This is an optimization exercise on Yosys and OpenROAD, whose aim is a short achievable clock period and few clock cycles per item, not a production implementation.
For this run, only the layout was checked, not whether the RTL still works.
No activity file was given, so power comes from the tool's default toggle rates.

File: flow/flow/run.sh
#!/bin/bash
# Standard layout, with timing repair aimed well below the clock period
# and plain buffers on the ports
set -euo pipefail
bash standard.sh SETUP_SLACK_MARGIN=7.2 "BUFFER_PORTS_ARGS=-buffer_cell sky130_fd_sc_hd__buf_4" finish > standard.log 2>&1
File: flow/standard.sh
#!/bin/bash
# synth_recipe.tcl (not shown) runs the flow's synth.tcl, then flattens the netlist and writes it again
# the make line also repeats each setting of config.mk as NAME=value (left out here)
make -C /OpenROAD-flow-scripts/flow DESIGN_CONFIG=/design/flow/config.mk WORK_HOME=/design/flow/orfs CLKGATE_MAP_FILE= SYNTH_SCRIPT=/design/flow/synth_recipe.tcl "${@:-finish}"
File: flow/config.mk
export PLATFORM = sky130hd
export DESIGN_NAME = sp_top
export DESIGN_NICKNAME = sp_top
export VERILOG_FILES = /design/flow/design.v
export SDC_FILE = /design/flow/constraint.sdc
export NUM_CORES = 4
export LEC_CHECK = 0
export CAP_MARGIN = 20
export CORE_MARGIN = 2
export CORE_UTILIZATION = 30
export SLEW_MARGIN = 20
File: flow/constraint.sdc
create_clock -name core_clock -period 10.0 [get_ports {clk}]
set_input_delay 2.0000 -clock core_clock [delete_from_list [all_inputs] [get_ports {clk}]]
set_output_delay 2.0000 -clock core_clock [all_outputs]
set_load 0.01 [all_outputs]
File: flow/design.v
`default_nettype none
package sp_pkg;
	localparam int ELEM_W = 9;
	localparam int LEN    = 6;
	localparam logic [ELEM_W-1:0] MODULUS = 9'd509;
	typedef logic [ELEM_W-1:0] elem_t;
	typedef struct packed {
		logic sort_en;
		logic inv_en;
	} mode_t;
	function automatic logic lt9(input logic [8:0] x, input logic [8:0] y);
		logic [8:0] g;
		logic [8:0] e;
		logic [8:0] g1;
		logic [8:0] e1;
		logic [8:0] g2;
		logic [8:0] e2;
		logic [8:0] g3;
		logic [8:0] e3;
		for (int i = 0; i < 9; i++) begin
			g[i] = !x[i] && y[i];
			e[i] = !(x[i] ^ y[i]);
		end
		for (int i = 0; i < 9; i++) begin
			if (i >= 1) begin
				g1[i] = g[i] || (e[i] && g[i-1]);
				e1[i] = e[i] && e[i-1];
			end else begin
				g1[i] = g[i];
				e1[i] = e[i];
			end
		end
		for (int i = 0; i < 9; i++) begin
			if (i >= 2) begin
				g2[i] = g1[i] || (e1[i] && g1[i-2]);
				e2[i] = e1[i] && e1[i-2];
			end else begin
				g2[i] = g1[i];
				e2[i] = e1[i];
			end
		end
		for (int i = 0; i < 9; i++) begin
			if (i >= 4) begin
				g3[i] = g2[i] || (e2[i] && g2[i-4]);
				e3[i] = e2[i] && e2[i-4];
			end else begin
				g3[i] = g2[i];
				e3[i] = e2[i];
			end
		end
		lt9 = g3[8] || (e3[8] && g3[0]);
	endfunction
	function automatic logic [9:0] add9(input logic [8:0] x, input logic [8:0] y, input logic c);
		logic [8:0] p;
		logic [8:0] g;
		logic [8:0] gg;
		logic [8:0] pp;
		logic [8:0] gn;
		logic [8:0] pn;
		logic [9:0] cy;
		p = x ^ y;
		for (int i = 0; i < 9; i++) begin
			g[i] = x[i] & y[i];
		end
		g[0] = g[0] | (p[0] & c);
		gg = g;
		pp = p;
		for (int d = 1; d < 9; d = d * 2) begin
			for (int i = 0; i < 9; i++) begin
				if (i >= d) begin
					gn[i] = gg[i] | (pp[i] & gg[i-d]);
					pn[i] = pp[i] & pp[i-d];
				end else begin
					gn[i] = gg[i];
					pn[i] = pp[i];
				end
			end
			gg = gn;
			pp = pn;
		end
		cy[0] = c;
		for (int i = 1; i < 10; i++) begin
			cy[i] = gg[i-1];
		end
		add9 = {cy[9], p ^ cy[8:0]};
	endfunction
	function automatic logic [8:0] addmod3(input logic [8:0] x, input logic [8:0] xp3,
			input logic [8:0] y);
		logic [9:0] t;
		logic [9:0] u;
		t = add9(x, y, 1'b0);
		u = add9(xp3, y, 1'b0);
		addmod3 = u[9] ? u[8:0] : t[8:0];
	endfunction
	function automatic logic [8:0] addmod(input logic [8:0] x, input logic [8:0] y);
		logic [9:0] t;
		logic [9:0] u;
		t = add9(x, y, 1'b0);
		u = add9(t[8:0], 9'd3, 1'b0);
		addmod = (t[9] || u[9]) ? u[8:0] : t[8:0];
	endfunction
	function automatic logic [8:0] mod3(input logic [10:0] t);
		if (t >= 11'd1018) begin
			mod3 = 9'(t - 11'd1018);
		end else if (t >= 11'd509) begin
			mod3 = 9'(t - 11'd509);
		end else begin
			mod3 = t[8:0];
		end
	endfunction
	function automatic logic [8:0] mod4(input logic [10:0] t);
		if (t >= 11'd1527) begin
			mod4 = 9'(t - 11'd1527);
		end else if (t >= 11'd1018) begin
			mod4 = 9'(t - 11'd1018);
		end else if (t >= 11'd509) begin
			mod4 = 9'(t - 11'd509);
		end else begin
			mod4 = t[8:0];
		end
	endfunction
endpackage
`default_nettype wire
`default_nettype none
module mod_inverse (
	input  wire logic       clk,
	input  wire logic [4:0] value_lo,
	input  wire logic [3:0] value_hi_q,
	output logic      [8:0] result
);
	localparam logic [31:0] T0_0 = 32'h412035c6;
	localparam logic [31:0] T0_1 = 32'h1422b655;
	localparam logic [31:0] T0_2 = 32'h5d442402;
	localparam logic [31:0] T0_3 = 32'hcc80bfc2;
	localparam logic [31:0] T0_4 = 32'hc2e6e751;
	localparam logic [31:0] T0_5 = 32'h683c27b3;
	localparam logic [31:0] T0_6 = 32'he1f3740c;
	localparam logic [31:0] T0_7 = 32'h71f76de1;
	localparam logic [31:0] T0_8 = 32'h1e12441c;
	localparam logic [31:0] T0_9 = 32'h73f44c1e;
	localparam logic [31:0] T0_10 = 32'h0c86f0fa;
	localparam logic [31:0] T0_11 = 32'h1d46262f;
	localparam logic [31:0] T0_12 = 32'h6f00bfb3;
	localparam logic [31:0] T0_13 = 32'heff6f751;
	localparam logic [31:0] T0_14 = 32'h5564aef5;
	localparam logic [31:0] T0_15 = 32'hc714fedf;
	localparam logic [31:0] T1_0 = 32'h214fa5bc;
	localparam logic [31:0] T1_1 = 32'hb45a4c75;
	localparam logic [31:0] T1_2 = 32'hdb71aebf;
	localparam logic [31:0] T1_3 = 32'h13392220;
	localparam logic [31:0] T1_4 = 32'h1c4083f7;
	localparam logic [31:0] T1_5 = 32'h121f057f;
	localparam logic [31:0] T1_6 = 32'h5f0ec479;
	localparam logic [31:0] T1_7 = 32'hc71897ce;
	localparam logic [31:0] T1_8 = 32'h9cfa4638;
	localparam logic [31:0] T1_9 = 32'h2788dc3e;
	localparam logic [31:0] T1_10 = 32'h3fa83e12;
	localparam logic [31:0] T1_11 = 32'h3bf0408e;
	localparam logic [31:0] T1_12 = 32'hc1112732;
	localparam logic [31:0] T1_13 = 32'h7f5d63b6;
	localparam logic [31:0] T1_14 = 32'h2b8c968b;
	localparam logic [31:0] T1_15 = 32'h8f697ca1;
	localparam logic [31:0] T2_0 = 32'h2c8f0b74;
	localparam logic [31:0] T2_1 = 32'h55206f27;
	localparam logic [31:0] T2_2 = 32'h433b681f;
	localparam logic [31:0] T2_3 = 32'h78fa6f6f;
	localparam logic [31:0] T2_4 = 32'hf24008a4;
	localparam logic [31:0] T2_5 = 32'h34a252e4;
	localparam logic [31:0] T2_6 = 32'h5f67a530;
	localparam logic [31:0] T2_7 = 32'h09067a40;
	localparam logic [31:0] T2_8 = 32'he39221e3;
	localparam logic [31:0] T2_9 = 32'hdb5e5a7f;
	localparam logic [31:0] T2_10 = 32'h098550a6;
	localparam logic [31:0] T2_11 = 32'h4d4bbfe2;
	localparam logic [31:0] T2_12 = 32'h83534f0a;
	localparam logic [31:0] T2_13 = 32'h3ea72b79;
	localparam logic [31:0] T2_14 = 32'hed4ee85e;
	localparam logic [31:0] T2_15 = 32'h9b22bf13;
	localparam logic [31:0] T3_0 = 32'hb093331c;
	localparam logic [31:0] T3_1 = 32'hccbb0587;
	localparam logic [31:0] T3_2 = 32'h64cec802;
	localparam logic [31:0] T3_3 = 32'h96c86bb4;
	localparam logic [31:0] T3_4 = 32'hde69f019;
	localparam logic [31:0] T3_5 = 32'hf17833c2;
	localparam logic [31:0] T3_6 = 32'hc38d0db4;
	localparam logic [31:0] T3_7 = 32'h6094baaf;
	localparam logic [31:0] T3_8 = 32'h823ab59e;
	localparam logic [31:0] T3_9 = 32'h379b8bb1;
	localparam logic [31:0] T3_10 = 32'h268ce85e;
	localparam logic [31:0] T3_11 = 32'h90bc1ae3;
	localparam logic [31:0] T3_12 = 32'hf59b7c27;
	localparam logic [31:0] T3_13 = 32'h11fe0006;
	localparam logic [31:0] T3_14 = 32'hae9b48b9;
	localparam logic [31:0] T3_15 = 32'h9aecf1bd;
	localparam logic [31:0] T4_0 = 32'he5134554;
	localparam logic [31:0] T4_1 = 32'h68963a80;
	localparam logic [31:0] T4_2 = 32'hdc58e9c5;
	localparam logic [31:0] T4_3 = 32'h86430336;
	localparam logic [31:0] T4_4 = 32'h75930076;
	localparam logic [31:0] T4_5 = 32'h4e49228e;
	localparam logic [31:0] T4_6 = 32'h7e12e5e3;
	localparam logic [31:0] T4_7 = 32'h5ab62585;
	localparam logic [31:0] T4_8 = 32'hd784e4a9;
	localparam logic [31:0] T4_9 = 32'h4d1e25d0;
	localparam logic [31:0] T4_10 = 32'h632edb61;
	localparam logic [31:0] T4_11 = 32'ha47fcd16;
	localparam logic [31:0] T4_12 = 32'ha5decb65;
	localparam logic [31:0] T4_13 = 32'h471e3971;
	localparam logic [31:0] T4_14 = 32'h17a0e5b2;
	localparam logic [31:0] T4_15 = 32'h9f777dd7;
	localparam logic [31:0] T5_0 = 32'h8660b5bc;
	localparam logic [31:0] T5_1 = 32'h29166c9b;
	localparam logic [31:0] T5_2 = 32'ha902f50e;
	localparam logic [31:0] T5_3 = 32'hc63374b9;
	localparam logic [31:0] T5_4 = 32'hb638f6a1;
	localparam logic [31:0] T5_5 = 32'h2fb692d9;
	localparam logic [31:0] T5_6 = 32'hb65d2e9b;
	localparam logic [31:0] T5_7 = 32'h7fbe70b4;
	localparam logic [31:0] T5_8 = 32'h34bc6080;
	localparam logic [31:0] T5_9 = 32'hc8aad174;
	localparam logic [31:0] T5_10 = 32'h992da482;
	localparam logic [31:0] T5_11 = 32'h1ea438e6;
	localparam logic [31:0] T5_12 = 32'h19a44ce7;
	localparam logic [31:0] T5_13 = 32'he3d02fda;
	localparam logic [31:0] T5_14 = 32'h89b265da;
	localparam logic [31:0] T5_15 = 32'h9ab48e66;
	localparam logic [31:0] T6_0 = 32'h16a52874;
	localparam logic [31:0] T6_1 = 32'ha5e590f2;
	localparam logic [31:0] T6_2 = 32'h364d64e1;
	localparam logic [31:0] T6_3 = 32'hf6c6ef25;
	localparam logic [31:0] T6_4 = 32'h80da6680;
	localparam logic [31:0] T6_5 = 32'h624a5320;
	localparam logic [31:0] T6_6 = 32'h9c3c42ab;
	localparam logic [31:0] T6_7 = 32'h466b14bc;
	localparam logic [31:0] T6_8 = 32'hb0b5ca67;
	localparam logic [31:0] T6_9 = 32'h4aa770e1;
	localparam logic [31:0] T6_10 = 32'hbecd6b6e;
	localparam logic [31:0] T6_11 = 32'h3fa6693d;
	localparam logic [31:0] T6_12 = 32'hd7c22724;
	localparam logic [31:0] T6_13 = 32'h9e365364;
	localparam logic [31:0] T6_14 = 32'hec3d9616;
	localparam logic [31:0] T6_15 = 32'h9e5ad6a5;
	localparam logic [31:0] T7_0 = 32'h3b4c630c;
	localparam logic [31:0] T7_1 = 32'heab36ba9;
	localparam logic [31:0] T7_2 = 32'h88d00ca0;
	localparam logic [31:0] T7_3 = 32'ha9666681;
	localparam logic [31:0] T7_4 = 32'h83cd478b;
	localparam logic [31:0] T7_5 = 32'h72976b9a;
	localparam logic [31:0] T7_6 = 32'h66dae832;
	localparam logic [31:0] T7_7 = 32'h6ce3a766;
	localparam logic [31:0] T7_8 = 32'h66468e32;
	localparam logic [31:0] T7_9 = 32'h6cfa2926;
	localparam logic [31:0] T7_10 = 32'ha98a45ac;
	localparam logic [31:0] T7_11 = 32'h8b87530f;
	localparam logic [31:0] T7_12 = 32'h9ea6665a;
	localparam logic [31:0] T7_13 = 32'h3eb3fd3b;
	localparam logic [31:0] T7_14 = 32'hda8a4caa;
	localparam logic [31:0] T7_15 = 32'h99ce7348;
	localparam logic [31:0] T8_0 = 32'h85915a90;
	localparam logic [31:0] T8_1 = 32'h1aa10c20;
	localparam logic [31:0] T8_2 = 32'hc7941bb1;
	localparam logic [31:0] T8_3 = 32'ha93aac84;
	localparam logic [31:0] T8_4 = 32'hac12aa24;
	localparam logic [31:0] T8_5 = 32'h13d310b2;
	localparam logic [31:0] T8_6 = 32'h65f572ac;
	localparam logic [31:0] T8_7 = 32'h5ad8c0a0;
	localparam logic [31:0] T8_8 = 32'h7ebf3929;
	localparam logic [31:0] T8_9 = 32'hf2ac5416;
	localparam logic [31:0] T8_10 = 32'hacbdcd0d;
	localparam logic [31:0] T8_11 = 32'hb6eaadf2;
	localparam logic [31:0] T8_12 = 32'h37b2a8da;
	localparam logic [31:0] T8_13 = 32'hdc89f587;
	localparam logic [31:0] T8_14 = 32'hbef3dea9;
	localparam logic [31:0] T8_15 = 32'h15a95d97;
	logic [8:0][15:0] part;
	always_ff @(posedge clk) begin
		part[0][0] <= T0_0[value_lo];
		part[0][1] <= T0_1[value_lo];
		part[0][2] <= T0_2[value_lo];
		part[0][3] <= T0_3[value_lo];
		part[0][4] <= T0_4[value_lo];
		part[0][5] <= T0_5[value_lo];
		part[0][6] <= T0_6[value_lo];
		part[0][7] <= T0_7[value_lo];
		part[0][8] <= T0_8[value_lo];
		part[0][9] <= T0_9[value_lo];
		part[0][10] <= T0_10[value_lo];
		part[0][11] <= T0_11[value_lo];
		part[0][12] <= T0_12[value_lo];
		part[0][13] <= T0_13[value_lo];
		part[0][14] <= T0_14[value_lo];
		part[0][15] <= T0_15[value_lo];
		part[1][0] <= T1_0[value_lo];
		part[1][1] <= T1_1[value_lo];
		part[1][2] <= T1_2[value_lo];
		part[1][3] <= T1_3[value_lo];
		part[1][4] <= T1_4[value_lo];
		part[1][5] <= T1_5[value_lo];
		part[1][6] <= T1_6[value_lo];
		part[1][7] <= T1_7[value_lo];
		part[1][8] <= T1_8[value_lo];
		part[1][9] <= T1_9[value_lo];
		part[1][10] <= T1_10[value_lo];
		part[1][11] <= T1_11[value_lo];
		part[1][12] <= T1_12[value_lo];
		part[1][13] <= T1_13[value_lo];
		part[1][14] <= T1_14[value_lo];
		part[1][15] <= T1_15[value_lo];
		part[2][0] <= T2_0[value_lo];
		part[2][1] <= T2_1[value_lo];
		part[2][2] <= T2_2[value_lo];
		part[2][3] <= T2_3[value_lo];
		part[2][4] <= T2_4[value_lo];
		part[2][5] <= T2_5[value_lo];
		part[2][6] <= T2_6[value_lo];
		part[2][7] <= T2_7[value_lo];
		part[2][8] <= T2_8[value_lo];
		part[2][9] <= T2_9[value_lo];
		part[2][10] <= T2_10[value_lo];
		part[2][11] <= T2_11[value_lo];
		part[2][12] <= T2_12[value_lo];
		part[2][13] <= T2_13[value_lo];
		part[2][14] <= T2_14[value_lo];
		part[2][15] <= T2_15[value_lo];
		part[3][0] <= T3_0[value_lo];
		part[3][1] <= T3_1[value_lo];
		part[3][2] <= T3_2[value_lo];
		part[3][3] <= T3_3[value_lo];
		part[3][4] <= T3_4[value_lo];
		part[3][5] <= T3_5[value_lo];
		part[3][6] <= T3_6[value_lo];
		part[3][7] <= T3_7[value_lo];
		part[3][8] <= T3_8[value_lo];
		part[3][9] <= T3_9[value_lo];
		part[3][10] <= T3_10[value_lo];
		part[3][11] <= T3_11[value_lo];
		part[3][12] <= T3_12[value_lo];
		part[3][13] <= T3_13[value_lo];
		part[3][14] <= T3_14[value_lo];
		part[3][15] <= T3_15[value_lo];
		part[4][0] <= T4_0[value_lo];
		part[4][1] <= T4_1[value_lo];
		part[4][2] <= T4_2[value_lo];
		part[4][3] <= T4_3[value_lo];
		part[4][4] <= T4_4[value_lo];
		part[4][5] <= T4_5[value_lo];
		part[4][6] <= T4_6[value_lo];
		part[4][7] <= T4_7[value_lo];
		part[4][8] <= T4_8[value_lo];
		part[4][9] <= T4_9[value_lo];
		part[4][10] <= T4_10[value_lo];
		part[4][11] <= T4_11[value_lo];
		part[4][12] <= T4_12[value_lo];
		part[4][13] <= T4_13[value_lo];
		part[4][14] <= T4_14[value_lo];
		part[4][15] <= T4_15[value_lo];
		part[5][0] <= T5_0[value_lo];
		part[5][1] <= T5_1[value_lo];
		part[5][2] <= T5_2[value_lo];
		part[5][3] <= T5_3[value_lo];
		part[5][4] <= T5_4[value_lo];
		part[5][5] <= T5_5[value_lo];
		part[5][6] <= T5_6[value_lo];
		part[5][7] <= T5_7[value_lo];
		part[5][8] <= T5_8[value_lo];
		part[5][9] <= T5_9[value_lo];
		part[5][10] <= T5_10[value_lo];
		part[5][11] <= T5_11[value_lo];
		part[5][12] <= T5_12[value_lo];
		part[5][13] <= T5_13[value_lo];
		part[5][14] <= T5_14[value_lo];
		part[5][15] <= T5_15[value_lo];
		part[6][0] <= T6_0[value_lo];
		part[6][1] <= T6_1[value_lo];
		part[6][2] <= T6_2[value_lo];
		part[6][3] <= T6_3[value_lo];
		part[6][4] <= T6_4[value_lo];
		part[6][5] <= T6_5[value_lo];
		part[6][6] <= T6_6[value_lo];
		part[6][7] <= T6_7[value_lo];
		part[6][8] <= T6_8[value_lo];
		part[6][9] <= T6_9[value_lo];
		part[6][10] <= T6_10[value_lo];
		part[6][11] <= T6_11[value_lo];
		part[6][12] <= T6_12[value_lo];
		part[6][13] <= T6_13[value_lo];
		part[6][14] <= T6_14[value_lo];
		part[6][15] <= T6_15[value_lo];
		part[7][0] <= T7_0[value_lo];
		part[7][1] <= T7_1[value_lo];
		part[7][2] <= T7_2[value_lo];
		part[7][3] <= T7_3[value_lo];
		part[7][4] <= T7_4[value_lo];
		part[7][5] <= T7_5[value_lo];
		part[7][6] <= T7_6[value_lo];
		part[7][7] <= T7_7[value_lo];
		part[7][8] <= T7_8[value_lo];
		part[7][9] <= T7_9[value_lo];
		part[7][10] <= T7_10[value_lo];
		part[7][11] <= T7_11[value_lo];
		part[7][12] <= T7_12[value_lo];
		part[7][13] <= T7_13[value_lo];
		part[7][14] <= T7_14[value_lo];
		part[7][15] <= T7_15[value_lo];
		part[8][0] <= T8_0[value_lo];
		part[8][1] <= T8_1[value_lo];
		part[8][2] <= T8_2[value_lo];
		part[8][3] <= T8_3[value_lo];
		part[8][4] <= T8_4[value_lo];
		part[8][5] <= T8_5[value_lo];
		part[8][6] <= T8_6[value_lo];
		part[8][7] <= T8_7[value_lo];
		part[8][8] <= T8_8[value_lo];
		part[8][9] <= T8_9[value_lo];
		part[8][10] <= T8_10[value_lo];
		part[8][11] <= T8_11[value_lo];
		part[8][12] <= T8_12[value_lo];
		part[8][13] <= T8_13[value_lo];
		part[8][14] <= T8_14[value_lo];
		part[8][15] <= T8_15[value_lo];
	end
	always_comb begin
		for (int k = 0; k < 9; k++) begin
			result[k] = part[k][value_hi_q];
		end
	end
endmodule
`default_nettype wire
`default_nettype none
module sp_top (
	input  wire logic          clk,
	input  wire logic          rst_n,
	input  wire logic          in_valid,
	input  wire sp_pkg::elem_t in_data,
	input  wire sp_pkg::mode_t in_mode,
	output logic               out_valid,
	output sp_pkg::elem_t      out_data
);
	localparam logic [8:0] INF = 9'h1FF;
	logic       v1;
	logic [2:0] idx;
	logic [2:0] k1;
	logic [8:0] x;
	logic [1:0] mx;
	always_ff @(posedge clk or negedge rst_n) begin
		if (!rst_n) begin
			v1  <= 1'b0;
			idx <= '0;
		end else begin
			v1 <= in_valid;
			if (in_valid) begin
				idx <= (idx == 3'd5) ? 3'd0 : idx + 3'd1;
			end
		end
	end
	always_ff @(posedge clk) begin
		x  <= in_data;
		mx <= in_mode;
		k1 <= idx;
	end
	logic [1:0] mode;
	logic       inv_now;
	logic [8:0] rom;
	logic [8:0] bi;
	logic [5:0][8:0] b;
	logic [5:0][8:0] s;
	logic [5:0][8:0] s_in;
	logic [5:0][8:0] s_ins;
	logic [5:0]      lt;
	mod_inverse u_inv (
		.clk        (clk),
		.value_lo   (in_data[4:0]),
		.value_hi_q (x[8:5]),
		.result     (rom)
	);
	assign inv_now = (k1 == 3'd0) ? mx[0] : mode[0];
	assign bi      = inv_now ? rom : x;
	always_comb begin
		for (int j = 0; j < 6; j++) begin
			s_in[j] = (k1 == 3'd0) ? INF : s[j];
		end
		for (int j = 0; j < 6; j++) begin
			lt[j] = sp_pkg::lt9(bi, s_in[j]);
		end
		for (int j = 0; j < 6; j++) begin
			if (!lt[j]) begin
				s_ins[j] = s_in[j];
			end else if (j == 0) begin
				s_ins[j] = bi;
			end else begin
				s_ins[j] = lt[j-1] ? s_in[j-1] : bi;
			end
		end
	end
	always_ff @(posedge clk) begin
		if (v1) begin
			b[k1] <= bi;
			s     <= s_ins;
			if (k1 == 3'd0) begin
				mode <= mx;
			end
		end
	end
	logic        v2;
	logic        v3;
	logic        v4;
	logic [2:0]  k2;
	logic [2:0]  k3;
	logic [2:0]  k4;
	logic [8:0]  a2;
	logic [8:0]  b2;
	logic [8:0]  b3;
	logic [8:0]  b4;
	logic [10:0] tp3;
	logic [8:0]  p4;
	logic [9:0]  tp2;
	logic [5:0][8:0] p;
	logic [5:0][8:0] pp3;
	logic [5:0][8:0] q;
	always_ff @(posedge clk or negedge rst_n) begin
		if (!rst_n) begin
			v2 <= 1'b0;
			v3 <= 1'b0;
			v4 <= 1'b0;
		end else begin
			v2 <= v1;
			v3 <= v2;
			v4 <= v3;
		end
	end
	assign tp2 = sp_pkg::add9({1'b0, a2[8:1]}, b2, 1'b0);
	always_ff @(posedge clk) begin
		k2  <= k1;
		a2  <= x;
		b2  <= bi;
		k3  <= k2;
		b3  <= b2;
		tp3 <= {tp2, a2[0]};
		k4  <= k3;
		b4  <= b3;
		p4  <= sp_pkg::mod3(tp3);
		if (v3) begin
			p[k3] <= sp_pkg::mod3(tp3);
		end
		if (v4) begin
			pp3[k4] <= 9'(sp_pkg::add9(p4, 9'd3, 1'b0));
			q[k4]   <= sp_pkg::addmod(p4, b4);
		end
	end
	logic       fast;
	logic       fire_fast;
	logic       fire_slow;
	logic       last1;
	logic       ltx0;
	logic       ltx1;
	logic [8:0] s0c;
	logic       lt_in;
	logic [8:0] e0_in;
	logic [8:0] e0_x;
	logic [8:0] e0_s;
	logic [8:0] e0_b;
	logic [8:0] e0_fast;
	logic       lt_rom;
	logic [8:0] e0_rom;
	logic [8:0] e0_slow;
	logic [8:0] e1_s0;
	logic [8:0] e1_s1;
	logic [8:0] e1_x;
	logic [8:0] e1_fast;
	logic [5:0][8:0] e_gen;
	logic [8:0] e_sel;
	logic [2:0] oc;
	assign fast      = !(mode[0] && mode[1]);
	assign fire_fast = in_valid && idx == 3'd5 && fast;
	assign last1     = v1 && k1 == 3'd5;
	assign fire_slow = last1 && !fast;
	assign ltx0 = sp_pkg::lt9(x, s[0]);
	assign ltx1 = sp_pkg::lt9(x, s[1]);
	assign s0c     = (v1 && ltx0) ? x : s[0];
	assign lt_in   = sp_pkg::lt9(in_data, s0c);
	assign e0_in   = sp_pkg::addmod3(p[0], pp3[0], in_data);
	assign e0_x    = sp_pkg::addmod3(p[0], pp3[0], x);
	assign e0_s    = sp_pkg::addmod3(p[0], pp3[0], s[0]);
	assign e0_b    = !mode[1] ? q[0] : ((v1 && ltx0) ? e0_x : e0_s);
	assign e0_fast = (mode[1] && lt_in) ? e0_in : e0_b;
	assign lt_rom  = sp_pkg::lt9(rom, s[0]);
	assign e0_rom  = sp_pkg::addmod3(p[0], pp3[0], rom);
	assign e0_slow = lt_rom ? e0_rom : e0_s;
	assign e1_s0   = sp_pkg::addmod3(p[1], pp3[1], s[0]);
	assign e1_s1   = sp_pkg::addmod3(p[1], pp3[1], s[1]);
	assign e1_x    = sp_pkg::addmod3(p[1], pp3[1], x);
	assign e1_fast = !mode[1] ? q[1] : (ltx1 ? (ltx0 ? e1_s0 : e1_x) : e1_s1);
	always_comb begin
		e_sel = '0;
		for (int j = 1; j < 6; j++) begin
			e_gen[j] = mode[1] ? sp_pkg::addmod3(p[j], pp3[j], s[j]) : q[j];
		end
		e_gen[0] = '0;
		for (int j = 1; j < 6; j++) begin
			if (oc == 3'(j)) begin
				e_sel = e_gen[j];
			end
		end
	end
	always_ff @(posedge clk or negedge rst_n) begin
		if (!rst_n) begin
			out_valid <= 1'b0;
			out_data  <= '0;
			oc        <= '0;
		end else begin
			if (fire_fast) begin
				out_valid <= 1'b1;
				out_data  <= e0_fast;
				oc        <= 3'd1;
			end else if (fire_slow) begin
				out_valid <= 1'b1;
				out_data  <= e0_slow;
				oc        <= 3'd1;
			end else if (last1) begin
				out_data <= e1_fast;
				oc       <= 3'd2;
			end else if (out_valid && oc != 3'd6) begin
				out_data <= e_sel;
				oc       <= oc + 3'd1;
			end else begin
				out_valid <= 1'b0;
				out_data  <= '0;
				oc        <= '0;
			end
		end
	end
endmodule
`default_nettype wire
==> results.ini <==
[status]
outcome=timing/DRC/antenna clean

[synthesis]
ys_seq_elements=461
async_reset_ff_frac=0.0434
most_used_dff_post_synth=sky130_fd_sc_hd__dfxtp_1
synth-seq-area-share=0.338
mappedNetlistNets=4299
number_of_standard_cells_after_synthesis=3944
syn-mean-instance-area_um2=8.64
post-synth-top-area-cell=sky130_fd_sc_hd__edfxtp_1
netlist-cell-type-count=88
yosys-top-cells-area=sky130_fd_sc_hd__edfxtp_1 19%, sky130_fd_sc_hd__dfxtp_1 13%, sky130_fd_sc_hd__ha_1 12%
synth.yosys.warnings=2
synth_top_area_frac=0.192
synth_edf_count=218
syn_area_um2=34100

[floorplan]
core-area_um2=112000
number_of_primary_i_o_pins=24
fp.dieW_um=341
initial_utilization=0.303
die-area_um2=116000
die_h_um=341
rows=123

[power]
power_leakage_nw=18.6
total_power_mw=17.9
ir_drop_mv=0.326
power_per_cell_area_nw_per_um2=376

[placement]
hpwl_mm=101
placer_congestion_estimate=1.02
placed_cells=5312
placement.io_buffers=23

[clocking]
clk_root_buffer_cell=sky130_fd_sc_hd__clkbuf_16
clk_transition_reported_paths_ns=0.07
cts_max_path_buffers=3
clock_tree_from_tritoncts=done
htree_levels=2
clk_lat_worst_skew_ns=0.66
cts-buffers-inserted=48
cts.hold.buffers_added=0
tritoncts_num_sinks=461

[timing]
final.min_clock_period_ns=4.29
setup_viol_count_final=0
grt_setup_unrepaired=yes
clock.fmax_mhz=233
pins_over_slew_limit=0
fin_tns_setup_ns=0
finalHoldViolations=0
layout_worst_path_cycle_share=0.429
finClkSkew_ns=0.0495
worst-slew-pin-transition_ns=1.02
maxSlewHeadroom=0.322

[setup_path]
maximum_net_fanout_on_the_critical_path=4
cp-start-kind=register
reg2reg_slack_ns=5.71
crit_type=reg -> reg
worstPathRequired_ns=10.50
critPathCaptureType=register
critical_r2r_capture=out_data[2]
r2r-start=x[5]
worst_ep_arrival_time_ns=4.79
timing.reg2reg.worst_path_depth=15

[grt]
global_route.overflow_total=0
grt_start_max_net_pins=72
antenna_found_initial=15
via_count_of_the_first_global_routing_pass=33100
grt_use_total=0.260
first_pass_grt_wire_length_mm=225

[cells_and_area]
post_route_cells_drive_above_1_share=0.323
finish.cell_count_without_fillers=5829
syn2layout_area_growth_pct=39.6
finalNetCount=4637
nFillCells=10500

[route]
drc=0
via_per_inst=6.17
wl_per_cell_um=28.1
drt_wirelength_mm=164
drt_iter0_drc=5361
ant_nets=0
drt_pass1_iterations=14
vias=35900

[worst_hold_path]
min_delay_worst_endpoint=b4[6]
holdCritPathClass=reg -> reg
min-delay-start=b3[6]
whs_path_depth=0

[flow_run]
timing.max_cap.violations=0

-- cells by family (layout without fill, tap and decap cells) --
family / Yosys count / count (layout) / share of synthesized area
AOI/OAI and AO/OA: 1296 / 1309 / 0.232
muxes: 143 / 143 / 0.0595
adders and majority gates: 341 / 341 / 0.131
other: 0 / 8 / 0
DFF: 461 / 461 / 0.338
buffers and inverters: 340 / 701 / 0.0391
and+or+nand+nor: 1194 / 1197 / 0.157
xor gates and xnor gates: 169 / 169 / 0.0434
-- cell usage in the layout, fill, tap and decap left out, types with 27 or more instances in the layout --
cell,n
sky130_fd_sc_hd__inv_1,104
sky130_fd_sc_hd__a211oi_1,50
sky130_fd_sc_hd__nand3_1,64
sky130_fd_sc_hd__dfxtp_1,209
sky130_fd_sc_hd__edfxtp_1,218
sky130_fd_sc_hd__xnor2_1,91
sky130_fd_sc_hd__mux2i_1,81
sky130_fd_sc_hd__nor2_1,250
sky130_fd_sc_hd__a31oi_1,41
sky130_fd_sc_hd__clkbuf_16,57
sky130_fd_sc_hd__mux4_2,43
sky130_fd_sc_hd__nor2_4,48
sky130_fd_sc_hd__or2_2,48
sky130_fd_sc_hd__buf_12,45
sky130_fd_sc_hd__o21ai_1,76
sky130_fd_sc_hd__nand2_2,39
sky130_fd_sc_hd__a21oi_4,44
sky130_fd_sc_hd__xor2_1,65
sky130_fd_sc_hd__ha_1,285
sky130_fd_sc_hd__a21oi_1,208
sky130_fd_sc_hd__o211ai_1,33
sky130_fd_sc_hd__buf_6,148
sky130_fd_sc_hd__a21oi_2,95
sky130_fd_sc_hd__o21ai_0,257
sky130_fd_sc_hd__ha_4,27
sky130_fd_sc_hd__nand2_1,379
sky130_fd_sc_hd__o21a_1,45
sky130_fd_sc_hd__o21ai_2,87
sky130_fd_sc_hd__buf_4,230
sky130_fd_sc_hd__a21o_1,58
sky130_fd_sc_hd__nor3_1,69
sky130_fd_sc_hd__nor2b_1,31
sky130_fd_sc_hd__nor2_2,35
-- layer usage --
metal,global-route usage,vias to the layer above,part of all wire
li1,-,15300,-
met4,0.177,22,0.093
met1,0.314,17100,0.37
met5,0,-,0.0021
met3,0.0748,974,0.11
met2,0.400,2526,0.42
-- critical path, stage by stage (launching register included) --
cell and delay (ns):
sky130_fd_sc_hd__dfxtp_4 0.38, sky130_fd_sc_hd__buf_16 0.17, sky130_fd_sc_hd__buf_4 0.13, sky130_fd_sc_hd__buf_4 0.10
sky130_fd_sc_hd__mux4_2 0.54, sky130_fd_sc_hd__mux4_2 0.54, sky130_fd_sc_hd__buf_12 0.17, sky130_fd_sc_hd__ha_4 0.23
sky130_fd_sc_hd__o41a_1 0.42, sky130_fd_sc_hd__a31o_2 0.30, sky130_fd_sc_hd__a21oi_4 0.23, sky130_fd_sc_hd__buf_4 0.17
sky130_fd_sc_hd__o311ai_4 0.11, sky130_fd_sc_hd__o21ai_2 0.09, sky130_fd_sc_hd__o32ai_1 0.09, sky130_fd_sc_hd__or4b_1 0.50
-- stage by stage --
step                      utilization  setup slack (ns)  area (um2)  hold slack (ns)
after floorplan                     -              5.61       35300            0.310
final                           0.423              5.71       47600            0.323
after detailed placement        0.324              4.08       36500            0.312
after global placement          0.324              4.09       36400            0.313
after CTS                       0.397              5.85       44600            0.325
after global routing            0.423              5.64       47500            0.330
-- cell usage after synthesis, types with 18 or more instances --
library cell / instances
sky130_fd_sc_hd__o211ai_1: 33
sky130_fd_sc_hd__a211oi_1: 67
sky130_fd_sc_hd__nand2_1: 455
sky130_fd_sc_hd__nor3_1: 88
sky130_fd_sc_hd__nand2b_1: 23
sky130_fd_sc_hd__or3_1: 21
sky130_fd_sc_hd__o21a_1: 45
sky130_fd_sc_hd__xnor2_1: 100
sky130_fd_sc_hd__clkbuf_1: 160
sky130_fd_sc_hd__o21bai_1: 18
sky130_fd_sc_hd__edfxtp_1: 218
sky130_fd_sc_hd__a31oi_1: 65
sky130_fd_sc_hd__mux2i_1: 87
sky130_fd_sc_hd__nor2b_1: 41
sky130_fd_sc_hd__o21ai_0: 431
sky130_fd_sc_hd__dfrtp_1: 20
sky130_fd_sc_hd__buf_1: 21
sky130_fd_sc_hd__fa_1: 24
sky130_fd_sc_hd__mux4_2: 43
sky130_fd_sc_hd__ha_1: 317
sky130_fd_sc_hd__nor2_1: 333
sky130_fd_sc_hd__nand4_1: 22
sky130_fd_sc_hd__a21o_1: 58
sky130_fd_sc_hd__inv_1: 128
sky130_fd_sc_hd__nand3_1: 77
sky130_fd_sc_hd__a22oi_1: 18
sky130_fd_sc_hd__a21oi_1: 346
sky130_fd_sc_hd__buf_2: 24
sky130_fd_sc_hd__dfxtp_1: 223
sky130_fd_sc_hd__xor2_1: 69
sky130_fd_sc_hd__or2_2: 53
-- how the worst max path moves through the flow --
stage | start | endpoint | depth (start not counted)
6_report | x[5] | out_data[2] | 15
5_1_grt | x[5] | s[39] | 19
4_1_cts | x[5] | out_data[2] | 14
3_5_place_dp | x[5] | out_data[3] | 17
3_3_place_gp | in_data[3] | out_data[3] | 12
2_1_floorplan | in_data[2] | out_data[2] | 13
-- registers in the layout (all words and copies together), names as in the netlist, 3 cells and up --
register and count:
p 54, oc 3, idx 3, b3 9
x 9, u_inv.part 144, a2 9, pp3 54
q 54, k1 3, b2 9, s 54
k2 3, k3 3, k4 3, p4 9
tp3 11, out_data 9, b4 9
-- cell type report --
type	count	area, um2	share of cell area
Antenna cell	8	20.0	0.000421
Tap cell	1500	1880	0.0395
Timing Repair Buffer	477	5630	0.118
Timing Repair inverter	4	50.0	0.00105
Clock inverter	22	210	0.00442
Multi-Input combinational cell	3159	26200	0.551
Sequential cell	461	11600	0.243
Clock buffer	67	1410	0.0295
Inverter	131	629	0.0132
-- power by group --
group	internal (mW)	total, mW	switching (mW)	leakage [nW]
logic	5.10	12.4	7.31	13.6
registers	2.87	3.60	0.729	4.26
clock network	1.02	1.89	0.871	0.778
total	8.99	17.9	8.91	18.6
-- what timing repair did --
action | CTS | global route
setup endpoints to repair | 314 | 299
setup buffers | 272 | 103
gates resized for setup | 816 | 429
gates cloned | 38 | 7
pin swaps | 228 | 223

-- re-timing with driven ports --
In the flow no input, the clock included, has a driving cell. The finished layout below was timed again as built, in two steps.
Step 1 sets driving cells, clkbuf_16 on the clock port and buf_2 on the other inputs (assumed; they add their load-dependent delay and slew).
Step 2 also shifts input and output timing later by t, the mid clock arrival at the registers, as if the neighbouring blocks saw the same clock.
a / b / c = ideal / step 1 / step 2; a / b = the first two.
shift t [ns]: 0.716
setup WS [ns]: 5.711 / 5.711 / 5.080
latest minus earliest clock arrival (ns): 0.051 / 0.051
After both steps setup and hold are still met in this run. The setup slack of this run moves by 0.000 ns with the drivers and by -0.631 ns with both steps.
